Context: an optimization exercise on an open-source flow, tuned for small area. The choices shown serve that exercise and are no tape-out recipe.
In this exercise RTL edits were held to simulation tests only and were not proved equivalent to the original.

== 04-11 ==
## mc_pi_top
module mc_pi_top (
  input  logic        clk,
  input  logic        rst_n,
  input  logic        run,
  output logic [7:0]  vga,
  output logic [31:0] tally
);
==> flow/config.mk <==
export PLATFORM = sky130hd
export DESIGN_NAME = mc_pi_top
export DESIGN_NICKNAME = mc_pi_top
export VERILOG_FILES = /design/flow/design.v
export SDC_FILE = /design/flow/constraint.sdc
export NUM_CORES = 4
export LEC_CHECK = 0
export CAP_MARGIN = 20
export CORE_MARGIN = 2
export CORE_UTILIZATION = 40
export SLEW_MARGIN = 20
==> flow/constraint.sdc <==
create_clock -name core_clock -period 10.0 [get_ports {clk}]
set_input_delay 2.0000 -clock core_clock [delete_from_list [all_inputs] [get_ports {clk}]]
set_output_delay 2.0000 -clock core_clock [all_outputs]
set_load 0.01 [all_outputs]
standard.sh (not shown) runs the stock make flow with config.mk's settings and CLKGATE_MAP_FILE= SYNTH_SCRIPT=/design/flow/synth_recipe.tcl, a recipe that flattens the netlist after the stock synthesis.
==> flow/flow/run.sh <==
#!/bin/bash
# Layout flow: the standard synthesis, then an area-driven remapping of its
# combinational logic (registers, their names and cell types untouched),
# then the standard layout steps with the smallest buffer on the ports.
set -euo pipefail
WORK=$PWD
R=$WORK/orfs/results/$FLOW_PLATFORM/mc_pi_top/base
LIB=$FLOW_HOME/platforms/$FLOW_PLATFORM/lib/sky130_fd_sc_hd__tt_025C_1v80.lib
YOSYS=yosys
[ -x "$FLOW_HOME/../tools/install/yosys/bin/yosys" ] && YOSYS=$FLOW_HOME/../tools/install/yosys/bin/yosys

# 1. standard synthesis
bash standard.sh synth > $WORK/flow_synth.log 2>&1

# 2. remap the combinational cells for area
cp $R/1_2_yosys.v $WORK/synth_std.v
cat > $WORK/reopt.ys <<YS
read_liberty -ignore_miss_func $LIB
read_verilog $WORK/synth_std.v
hierarchy -top $FLOW_TOP
setattr -mod -set keep_hierarchy 1 sky130_fd_sc_hd__df* sky130_fd_sc_hd__edf* sky130_fd_sc_hd__sdf* sky130_fd_sc_hd__dl* sky130_fd_sc_hd__fa_*
flatten
opt_clean -purge
abc -liberty $LIB -dont_use *lpflow* -dont_use *probe* -script $WORK/flow/reopt.abc
opt_clean -purge
hilomap -singleton -hicell sky130_fd_sc_hd__conb_1 HI -locell sky130_fd_sc_hd__conb_1 LO
insbuf -buf sky130_fd_sc_hd__buf_4 A X
opt_clean -purge
select $FLOW_TOP
tee -o $WORK/reopt_stat.txt stat -liberty $LIB
write_verilog -noattr -selected $WORK/synth_reopt.v
YS
ok=0
if $YOSYS -q -l $WORK/reopt_yosys.log $WORK/reopt.ys > /dev/null 2>&1; then
  # keep the remap only if every register survived and logic is still there
  n0=$(grep -c 'sky130_fd_sc_hd__\(e\)\?dfxtp' $WORK/synth_std.v || true)
  n1=$(grep -c 'sky130_fd_sc_hd__\(e\)\?dfxtp' $WORK/synth_reopt.v || true)
  c1=$(grep -c '^ *sky130_fd_sc_hd__' $WORK/synth_reopt.v || true)
  if [ "$n0" = "$n1" ] && [ "$c1" -gt $((n1 + 50)) ] && ! grep -q "ERROR\|cmd error" $WORK/reopt_yosys.log; then
    ok=1
  fi
fi
echo "remap used: $ok" > $WORK/reopt_result.txt
if [ $ok = 1 ]; then
  cp $WORK/synth_reopt.v $R/1_2_yosys.v
  rm -f $R/1_synth.odb $R/1_synth.sdc
fi

# 3. the standard layout, ports buffered with the smallest buffer
export BUFFER_PORTS_ARGS="-buffer_cell sky130_fd_sc_hd__buf_1"
bash standard.sh finish > $WORK/flow_layout.log 2>&1
==> flow/flow/reopt.abc <==
strash
dc2
dch -f
map -a
topo
strash
dc2
dch -f
map -a
topo
strash
dc2
dch -f
amap
topo
### 04-11 -> 12-17
==> flow/run.sh (new file) <==
#!/bin/bash
# synth_recipe.tcl (not shown) runs the flow's synth.tcl, then flattens the netlist and writes it again
# the make line also repeats each setting of config.mk as NAME=value (left out here)
make -C /OpenROAD-flow-scripts/flow DESIGN_CONFIG=/design/flow/config.mk WORK_HOME=/design/flow/orfs CLKGATE_MAP_FILE= SYNTH_SCRIPT=/design/flow/synth_recipe.tcl finish
removed: flow/flow/run.sh
removed: flow/flow/reopt.abc
removed: flow/standard.sh
### Flow results
Cell count ends up lower on 12-17.
12-17 ends up with higher non-clock buffering overhead in the final layout than 04-11 does.
12-17 against 04-11: global-route usage lower, count of clock buffers in the final design fell by 6.

port drivers added, routing unchanged:
The flow's constraints put no driver on any port. The routed layouts listed below were extracted and timed again, unchanged, in two steps. Step 1 (the two cells are an assumption about what drives the block):
set clk [get_ports {clk}]
set_driving_cell -lib_cell sky130_fd_sc_hd__clkbuf_16 $clk
set_driving_cell -lib_cell sky130_fd_sc_hd__buf_2 [delete_from_list [all_inputs] $clk]
Step 2 moves the port delays by t, midway between the first and last clock arrival at a register: inputs arrive t later, outputs are due t later. That takes back most of the time a late clock gives input paths. a / b / c = ideal / step 1 / step 2; a / b = the first two.
| run | t (ns) | slack for setup (ns) | worst slew at a driven data input, ns |
|---|---|---|---|
| 04-11 | 0.393 | 1.212 / 1.212 / 1.212 | 0.03 |
| 12-17 | 0.394 | 1.291 / 1.291 / 1.291 | 0.03 |
After both steps setup and hold are still met in every run listed.
